This design comes from an exercise in tuning for small area and a short achievable clock period on the open sky130 flow, not from production work. The RTL was checked by simulation tests, not by an equivalence proof against the original design. Power figures rest on the tool's default switching activity, not on a simulated workload.

## instr_fetch_mem
module instr_fetch_mem #(
    parameter int                DATA_W    = 32,
    parameter int                ADDR_W    = 32,
    parameter int                DEPTH     = 64,
    parameter logic [ADDR_W-1:0] BASE_ADDR = '0,
    parameter logic [DATA_W-1:0] NOP_INSTR = imem_pkg::NOP_INSTR,
    localparam int               IDX_W     = (DEPTH > 1) ? $clog2(DEPTH) : 1
) (
    input  logic                         clk,
    input  logic                         reset,
    input  logic                         req_valid,
    output logic                         req_ready,
    input  logic [ADDR_W-1:0]            req_addr,
    output logic                         resp_valid,
    input  logic                         resp_ready,
    output logic [DATA_W-1:0]            resp_instr,
    output logic [ADDR_W-1:0]            resp_addr,
    output logic [imem_pkg::FAULT_W-1:0] resp_fault,
    input  logic                         load_en,
    input  logic [IDX_W-1:0]             load_idx,
    input  logic [DATA_W-1:0]            load_data
);
    localparam int FAULT_W        = imem_pkg::FAULT_W;
    localparam int FAULT_MISALIGN = imem_pkg::FAULT_MISALIGN;
    localparam int FAULT_RANGE    = imem_pkg::FAULT_RANGE;
    logic [ADDR_W-1:0]  off;
    logic [ADDR_W-1:0]  idx;
    logic [FAULT_W-1:0] fault;
    logic               bad;
    logic               rdy;
    logic               take;
    logic               hold;
    logic               nop;
    logic [DEPTH-1:0]   sel;
    logic [DATA_W-1:0]  mem_q [DEPTH];
    logic [DATA_W-1:0]  instr_q;
    logic [DATA_W-1:0]  instr_d;
    logic [ADDR_W-1:0]  addr_d;
    logic [FAULT_W-1:0] fault_d;
    imem_ready u_ready (
        .load_en    (load_en),
        .resp_valid (resp_valid),
        .resp_ready (resp_ready),
        .req_ready  (req_ready)
    );
  ...
For scale: ~5500 cells after synthesis, about 2100 flip-flops, roughly 71000 um2 of cells after synthesis.
==> flow/config.mk <==
export PLATFORM = sky130hd
export DESIGN_NAME = instr_fetch_mem
export DESIGN_NICKNAME = instr_fetch_mem
export VERILOG_FILES = /design/flow/design.v
export SDC_FILE = /design/flow/constraint.sdc
export NUM_CORES = 4
export LEC_CHECK = 0
export CAP_MARGIN = 10
export CORE_MARGIN = 2
export CORE_UTILIZATION = 50
export SETUP_SLACK_MARGIN = 2.6
export SLEW_MARGIN = 10
export SYNTH_HIERARCHICAL = 1
export SYNTH_MINIMUM_KEEP_SIZE = 0
export TNS_END_PERCENT = 5
==> flow/constraint.sdc <==
create_clock -name core_clock -period 5.0 [get_ports {clk}]
set_input_delay 1.0000 -clock core_clock [delete_from_list [all_inputs] [get_ports {clk}]]
set_output_delay 1.0000 -clock core_clock [all_outputs]
set_load 0.01 [all_outputs]
standard.sh (not shown) runs the stock make flow with config.mk's settings and CLKGATE_MAP_FILE= SYNTH_SCRIPT=/design/flow/synth_recipe.tcl, a recipe that flattens the netlist after the stock synthesis.
==> flow/flow/run.sh <==
#!/bin/bash
# Own layout flow: the standard flow (standard.sh, unchanged synthesis) with three
# layout choices passed to ORFS as make variables:
#  - ports are buffered with buf_4 instead of the default pick (a slow delay buffer),
#  - the clock tree uses clkbuf_8 leaves under a clkbuf_16 root, clusters of 14 sinks,
#    and no dummy loads.
# Each tool's full output stays in orfs/logs/ (ORFS writes one log per step); make's own
# output goes to flow_make.log in this folder.
set -euo pipefail
bash standard.sh \
  "BUFFER_PORTS_ARGS=-buffer_cell sky130_fd_sc_hd__buf_4" \
  "CTS_ARGS=-sink_clustering_enable -repair_clock_nets -dont_use_dummy_load -sink_clustering_size 14 -sink_clustering_max_diameter 40 -root_buf sky130_fd_sc_hd__clkbuf_16 -buf_list sky130_fd_sc_hd__clkbuf_8" \
  finish > flow_make.log 2>&1
Rerun with:
--- a/flow/flow/run.sh
+++ b/flow/flow/run.sh
@@ -6 +6,2 @@
-#    and no dummy loads.
+#    and no dummy loads,
+#  - timing repair may resize a cell to any footprint.
@@ -12,0 +14 @@
+  "MATCH_CELL_FOOTPRINT=0" \
--- a/flow/config.mk
+++ b/flow/config.mk
@@ -10 +10 @@
-export CORE_UTILIZATION = 50
+export CORE_UTILIZATION = 65
@@ -15 +15 @@
-export TNS_END_PERCENT = 5
+export TNS_END_PERCENT = 100
Routed wire length went down by 4.7%.
Critical path depth went down by 2.
Combinational power went up by about 2%.
Hold slack gets worse by 0.33 ns.
Sequential share of layout area is about the same.
Rerun with:
==> flow/run.sh (new file) <==
#!/bin/bash
# synth_recipe.tcl (not shown) runs the flow's synth.tcl, then flattens the netlist and writes it again
# the make line also repeats each setting of config.mk as NAME=value (left out here)
make -C /OpenROAD-flow-scripts/flow DESIGN_CONFIG=/design/flow/config.mk WORK_HOME=/design/flow/orfs CLKGATE_MAP_FILE= SYNTH_SCRIPT=/design/flow/synth_recipe.tcl finish
--- a/flow/config.mk
+++ b/flow/config.mk
@@ -10 +10,4 @@
-export CORE_UTILIZATION = 65
+export CORE_UTILIZATION = 50
+export CTS_BUF_LIST = sky130_fd_sc_hd__clkbuf_16
+export CTS_CLUSTER_DIAMETER = 50
+export CTS_CLUSTER_SIZE = 20
@@ -15 +18 @@
-export TNS_END_PERCENT = 100
+export TNS_END_PERCENT = 5
removed: flow/flow/run.sh
removed: flow/standard.sh
Effect: The changed run finished clean. Maximum frequency went up by 7.9%. Wire length went up by 11%. Count of clock-buffer cells in the layout went down by 28. Hold slack improves by 0.25 ns. Sequential share of layout area went down by 2.6 points. Power went up by 17%. Global-route usage went down by 5.1 points. Cell count went up by 8.2%. Via count hardly moves. Register-to-register slack improves by 0.47 ns. Area after synthesis is unchanged.
Rerun with:
--- a/flow/config.mk
+++ b/flow/config.mk
@@ -11,3 +11,3 @@
-export CTS_BUF_LIST = sky130_fd_sc_hd__clkbuf_16
-export CTS_CLUSTER_DIAMETER = 50
-export CTS_CLUSTER_SIZE = 20
+export CTS_BUF_LIST = sky130_fd_sc_hd__clkbuf_8
+export CTS_CLUSTER_DIAMETER = 40
+export CTS_CLUSTER_SIZE = 14
Result: Synthesized cell count stays the same. Count of clock-buffer cells in the layout rose by 138. Design area falls by about 0.8%. Clock skew increases by 0.036 ns. Wire length stays flat. Worst hold slack is worse by 0.17 ns. Die area stays the same. Global-route usage rose by 0.33 points. Via count goes up by about 0.6%. Total power hardly moves. Final cell count went up by 1.0%.
Rerun with:
--- a/flow/config.mk
+++ b/flow/config.mk
@@ -8 +8 @@
-export CAP_MARGIN = 10
+export CAP_MARGIN = 20
@@ -11,5 +11,2 @@
-export CTS_BUF_LIST = sky130_fd_sc_hd__clkbuf_8
-export CTS_CLUSTER_DIAMETER = 40
-export CTS_CLUSTER_SIZE = 14
-export SETUP_SLACK_MARGIN = 2.6
-export SLEW_MARGIN = 10
+export SETUP_SLACK_MARGIN = 2.5
+export SLEW_MARGIN = 20
@@ -18 +14,0 @@
-export TNS_END_PERCENT = 5
After rerunning: The changed run completed without violations. Cell count is about the same. Global-route usage drops by 1.1 points. Fmax drops by a few percent. Non-clock buffer count climbs by 122. Cell area climbs by a few percent.
Rerun with:
--- a/flow/config.mk
+++ b/flow/config.mk
@@ -8 +8 @@
-export CAP_MARGIN = 20
+export CAP_MARGIN = 10
@@ -10,0 +11,3 @@
+export CTS_BUF_LIST = sky130_fd_sc_hd__clkbuf_8
+export CTS_CLUSTER_DIAMETER = 40
+export CTS_CLUSTER_SIZE = 14
@@ -12 +15 @@
-export SLEW_MARGIN = 20
+export SLEW_MARGIN = 10
Effect:
- The changed run produced a clean layout
- maximum frequency climbs by 1.5%
- total power drops by 4.3%
- routed wire length drops by 1.6%
- setup slack gains 0.049 ns


Setup of build 72:
instr_fetch_mem, a different RTL version from the one above (not shown whole).
Size: about 6000 cells after synthesis, about 2100 flip-flops, ~140 I/O pins, about 73000 µm² of cells after synthesis.
export LEC_CHECK = 0
export CAP_MARGIN = 20
export CORE_MARGIN = 2
export CORE_UTILIZATION = 58
export SETUP_SLACK_MARGIN = 2.7
export SLEW_MARGIN = 20
export SYNTH_HIERARCHICAL = 1
export SYNTH_MINIMUM_KEEP_SIZE = 0
export TNS_END_PERCENT = 100
create_clock -name core_clock -period 5.0 [get_ports {clk}]
==> flow/flow/run.sh <==
#!/bin/bash
# Own layout flow: the standard flow (standard.sh, unchanged synthesis) with these
# layout choices passed to ORFS as make variables:
#  - ports are buffered with buf_4 instead of the default pick (a slow delay buffer),
#  - the clock tree uses clkbuf_8 under a clkbuf_16 root, clusters of up to 16 sinks
#    within 45 um, and no dummy loads,
#  - timing repair may resize a cell to any footprint,
#  - the floorplan step repairs timing without the extra setup margin (before placement
#    its estimates only upsize cells blindly); later steps use config.mk's margin.
# Each tool's full output stays in orfs/logs/ (ORFS writes one log per step); make's own
# output goes to flow_make_1.log and flow_make_2.log in this folder.
set -euo pipefail
ARGS=(
  "BUFFER_PORTS_ARGS=-buffer_cell sky130_fd_sc_hd__buf_4"
  "CTS_ARGS=-sink_clustering_enable -repair_clock_nets -dont_use_dummy_load -sink_clustering_size 16 -sink_clustering_max_diameter 45 -root_buf sky130_fd_sc_hd__clkbuf_16 -buf_list sky130_fd_sc_hd__clkbuf_8"
  "MATCH_CELL_FOOTPRINT=0"
)
bash standard.sh "${ARGS[@]}" "SETUP_SLACK_MARGIN=0" floorplan > flow_make_1.log 2>&1
bash standard.sh "${ARGS[@]}" finish > flow_make_2.log 2>&1
The following lists how build 43 was set up differently from build 72:
-- flow/config.mk --
<<< build 72, line 10
export CORE_UTILIZATION = 58
export SETUP_SLACK_MARGIN = 2.7
>>> build 43, line 10
export CORE_UTILIZATION = 50
export SETUP_SLACK_MARGIN = 2.4
## What came out
- In build 43 the final-layout worst hold slack turned out 18 ps higher than in build 72.
- Summary of build 43 over build 72: power dissipated in combinational cells moved down, via count moved down, total power moved up.
- Per the comparison of build 43 with build 72, relative contribution of combinational cells to total power dropped 0.3 points, non-clock buffer instance count of the final layout dropped about 12%.
> inputs changed (build 43 -> build 51)
-- flow/config.mk --
<<< build 43, line 11
export SETUP_SLACK_MARGIN = 2.4
>>> build 51, line 11
export SETUP_SLACK_MARGIN = 2.6
Notes after the runs:
Build 51 ended with every stage complete and zero timing, DRC or antenna violations.
Diff build 43 and build 51: total routing usage reported by global routing lower in build 43
Between build 43 and build 51, the setup slack figures differ only marginally.
Status: final-layout clock-cell area share parity (build 43, build 51)
Build 51 vs. build 43: routed wire length neither gained nor lost much; via-per-instance ratio neither gained nor lost much; time the worst path needs with I/O delays and setup neither gained nor lost much; sum of met2 wire segment lengths after detailed routing roughly the same; number of buffers added to fix hold violations after cts held.
[inputs] build 88 vs build 51
-- flow/flow/run.sh --
<<< build 51, line 5
#  - the clock tree uses clkbuf_8 under a clkbuf_16 root, clusters of up to 16 sinks
#    within 45 um, and no dummy loads,
>>> build 88, line 5
#  - the clock tree uses clkbuf_8 under a clkbuf_16 root, clusters of up to 20 sinks
#    within 50 um, and no dummy loads,
<<< build 51, line 15
  "CTS_ARGS=-sink_clustering_enable -repair_clock_nets -dont_use_dummy_load -sink_clustering_size 16 -sink_clustering_max_diameter 45 -root_buf sky130_fd_sc_hd__clkbuf_16 -buf_list sky130_fd_sc_hd__clkbuf_8"
>>> build 88, line 15
  "CTS_ARGS=-sink_clustering_enable -repair_clock_nets -dont_use_dummy_load -sink_clustering_size 20 -sink_clustering_max_diameter 50 -root_buf sky130_fd_sc_hd__clkbuf_16 -buf_list sky130_fd_sc_hd__clkbuf_8"
Findings:
- Build 88: fmax higher than build 51
- Going from build 51 to build 88, area growth from synthesis to layout moved down; count of clock-net buffers in the final layout moved down; power in combinational cells level; global-route usage moved down; count of multi-input gates level.
- Sequential share of layout area up 0.23 points in build 88 wrt build 51


Another version of the RTL of instr_fetch_mem (not shown whole).
Size in the first run: roughly 6,100 cells after synthesis, about 2,100 flip-flops, ~140 I/O pins.
Settings: LEC_CHECK=0, CAP_MARGIN=20, CORE_MARGIN=2, CORE_UTILIZATION=58, SETUP_SLACK_MARGIN=2.4, SLEW_MARGIN=20, SYNTH_HIERARCHICAL=1, SYNTH_MINIMUM_KEEP_SIZE=0, TNS_END_PERCENT=100; clock period 5.0 ns.
==> flow/flow/run.sh <==
#!/bin/bash
# Own layout flow: the standard flow (standard.sh, unchanged synthesis) with these
# layout choices passed to ORFS as make variables:
#  - ports are buffered with buf_4 instead of the default pick (a slow delay buffer),
#  - the clock tree uses clkbuf_8 under a clkbuf_16 root, clusters of up to 16 sinks
#    within 45 um, and no dummy loads,
#  - timing repair may resize a cell to any footprint,
#  - the floorplan step repairs timing without the extra setup margin (before placement
#    its estimates only upsize cells blindly); later steps use config.mk's margin.
# Each tool's full output stays in orfs/logs/ (ORFS writes one log per step); make's own
# output goes to flow_make_1.log and flow_make_2.log in this folder.
set -euo pipefail
ARGS=(
  "BUFFER_PORTS_ARGS=-buffer_cell sky130_fd_sc_hd__buf_4"
  "CTS_ARGS=-sink_clustering_enable -repair_clock_nets -dont_use_dummy_load -sink_clustering_size 16 -sink_clustering_max_diameter 45 -root_buf sky130_fd_sc_hd__clkbuf_16 -buf_list sky130_fd_sc_hd__clkbuf_8"
  "MATCH_CELL_FOOTPRINT=0"
)
bash standard.sh "${ARGS[@]}" "SETUP_SLACK_MARGIN=0" floorplan > flow_make_1.log 2>&1
bash standard.sh "${ARGS[@]}" finish > flow_make_2.log 2>&1
The starting point finished with timing, DRC and antenna clean.
Change:
- CORE_UTILIZATION: 58 -> 50
- SETUP_SLACK_MARGIN: 2.4 -> 2.6
- The new run completed with no timing, DRC or antenna violations
- combinational power went up by about 4%
- worst hold slack gets better by 0.019 ns
- cell area rises by about 2.7%
- core utilization decreases by 7.4 points
- power rises by about 1.7%
- non-clock buffer count climbs by 71
- register-to-register slack loses 0.36 ns
- fmax went up by 0.60%
Change:
- SETUP_SLACK_MARGIN: 2.6 -> 2.4
The new run passed the timing, DRC and antenna checks.
Clock skew hardly moves.
Routed wire length came out lower by 0.48%.
Non-clock buffer count came out lower by 54.
Global-route usage came out lower by 0.69 points.
Via count came out lower by 0.55%.
Cell count came out lower by 0.64%.
Critical path depth came out higher by 1.
Core utilization came out lower by 0.76 points.
Count of clock-buffer cells in the layout does not change.
Setup slack gets worse by 0.015 ns.
Change:
==> flow/flow/run.sh (replaced) <==
#!/bin/bash
# Own layout flow: the standard flow (standard.sh, unchanged synthesis) with three
# layout choices passed to ORFS as make variables:
#  - ports are buffered with buf_4 instead of the default pick (a slow delay buffer),
#  - the clock tree uses clkbuf_8 leaves under a clkbuf_16 root, clusters of 14 sinks,
#    and no dummy loads,
#  - timing repair may resize a cell to any footprint.
# Each tool's full output stays in orfs/logs/ (ORFS writes one log per step); make's own
# output goes to flow_make.log in this folder.
set -euo pipefail
bash standard.sh \
  "BUFFER_PORTS_ARGS=-buffer_cell sky130_fd_sc_hd__buf_4" \
  "CTS_ARGS=-sink_clustering_enable -repair_clock_nets -dont_use_dummy_load -sink_clustering_size 14 -sink_clustering_max_diameter 40 -root_buf sky130_fd_sc_hd__clkbuf_16 -buf_list sky130_fd_sc_hd__clkbuf_8" \
  "MATCH_CELL_FOOTPRINT=0" \
  finish > flow_make.log 2>&1
- SETUP_SLACK_MARGIN: 2.4 -> 2.6
=>
- The changed run ran to the end with no violations
- sequential share of layout area fell by 2.3 points
- register-to-register slack got worse by 0.25 ns
- non-clock buffer count is higher by 99
- clock power grows by a quarter to a third
- routed wire length came out higher by a few percent
- fmax hardly moves
Change:
==> flow/flow/run.sh (replaced) <==
#!/bin/bash
# Own layout flow: the standard flow (standard.sh, unchanged synthesis) with these
# layout choices passed to ORFS as make variables:
#  - ports are buffered with buf_4 instead of the default pick (a slow delay buffer),
#  - the clock tree uses clkbuf_8 under a clkbuf_16 root, clusters of up to 16 sinks
#    within 45 um, and no dummy loads,
#  - timing repair may resize a cell to any footprint,
#  - the floorplan step repairs timing without the extra setup margin (before placement
#    its estimates only upsize cells blindly); later steps use config.mk's margin.
# Each tool's full output stays in orfs/logs/ (ORFS writes one log per step); make's own
# output goes to flow_make_1.log and flow_make_2.log in this folder.
set -euo pipefail
ARGS=(
  "BUFFER_PORTS_ARGS=-buffer_cell sky130_fd_sc_hd__buf_4"
  "CTS_ARGS=-sink_clustering_enable -repair_clock_nets -dont_use_dummy_load -sink_clustering_size 16 -sink_clustering_max_diameter 45 -root_buf sky130_fd_sc_hd__clkbuf_16 -buf_list sky130_fd_sc_hd__clkbuf_8"
  "MATCH_CELL_FOOTPRINT=0"
)
bash standard.sh "${ARGS[@]}" "SETUP_SLACK_MARGIN=0" floorplan > flow_make_1.log 2>&1
bash standard.sh "${ARGS[@]}" finish > flow_make_2.log 2>&1
- CORE_UTILIZATION: 50 -> 58
- SETUP_SLACK_MARGIN: 2.6 -> 2.7
Design area falls by 4.0%.
Utilization rises by 6.7 points.
Wire length falls by about 7%.
Worst setup slack degrades by 0.020 ns.
Area after synthesis stays the same.
Register-to-register slack improves by 0.30 ns.
Global-route usage rises by 3.0 points.
Hold slack degrades by 0.34 ns.

==> separate check: timing with driven ports <==
Ports are ideal in the flow. The routed layouts listed here were re-timed in OpenROAD. Step 1, drivers: a clkbuf_16 drives clk and a buf_2 each remaining input, both assumed. Step 2 times the ports against the registers' clock, not the clock port: input delays grow and output delays shrink by t, the midpoint of the rising clock arrivals with the driver on. Slacks: ideal / step 1 / step 2; pairs: ideal / step 1.
run | shift t [ns] | setup WS [ns] | hold slack, ns
the first run of note 1 | 0.895 | 1.637 / 1.672 / 0.776 | 0.376 / 0.329 / 0.484
the second run of note 1 | 0.839 | 1.525 / 1.505 / 0.666 | 0.048 / -0.011 / 0.486
the third run of note 1 | 0.915 | 1.778 / 1.776 / 0.860 | 0.301 / 0.248 / 0.486
the fourth run of note 1 | 1.085 | 2.004 / 2.011 / 0.926 | 0.126 / 0.075 / 0.486
the fifth run of note 1 | 0.906 | 1.786 / 1.803 / 0.897 | 0.303 / 0.248 / 0.480
the sixth run of note 1 | 1.062 | 1.835 / 1.863 / 0.800 | 0.136 / 0.075 / 0.476
build 72 | 0.859 | 2.249 / 2.279 / 1.420 | 0.038 / -0.008 / 0.486
build 43 | 0.862 | 2.208 / 2.245 / 1.385 | 0.056 / 0.006 / 0.484
build 51 | 0.859 | 2.207 / 2.207 / 1.405 | 0.063 / 0.012 / 0.483
build 88 | 0.845 | 2.242 / 2.273 / 1.436 | 0.091 / 0.042 / 0.488
the first run of note 3 | 0.861 | 2.307 / 2.299 / 1.438 | 0.058 / 0.004 / 0.482
the second run of note 3 | 0.863 | 2.323 / 2.287 / 1.424 | 0.077 / 0.017 / 0.484
the third run of note 3 | 0.864 | 2.308 / 2.327 / 1.463 | 0.077 / 0.011 / 0.484
the fourth run of note 3 | 0.895 | 2.316 / 2.291 / 1.396 | 0.397 / 0.350 / 0.480
the fifth run of note 3 | 0.859 | 2.296 / 2.250 / 1.391 | 0.053 / -0.002 / 0.483
After both steps every run listed still meets setup and hold. For the fourth run of note 1, which loses most, drivers alone change the setup slack by +0.007 ns; drivers and shift together by -1.078 ns.
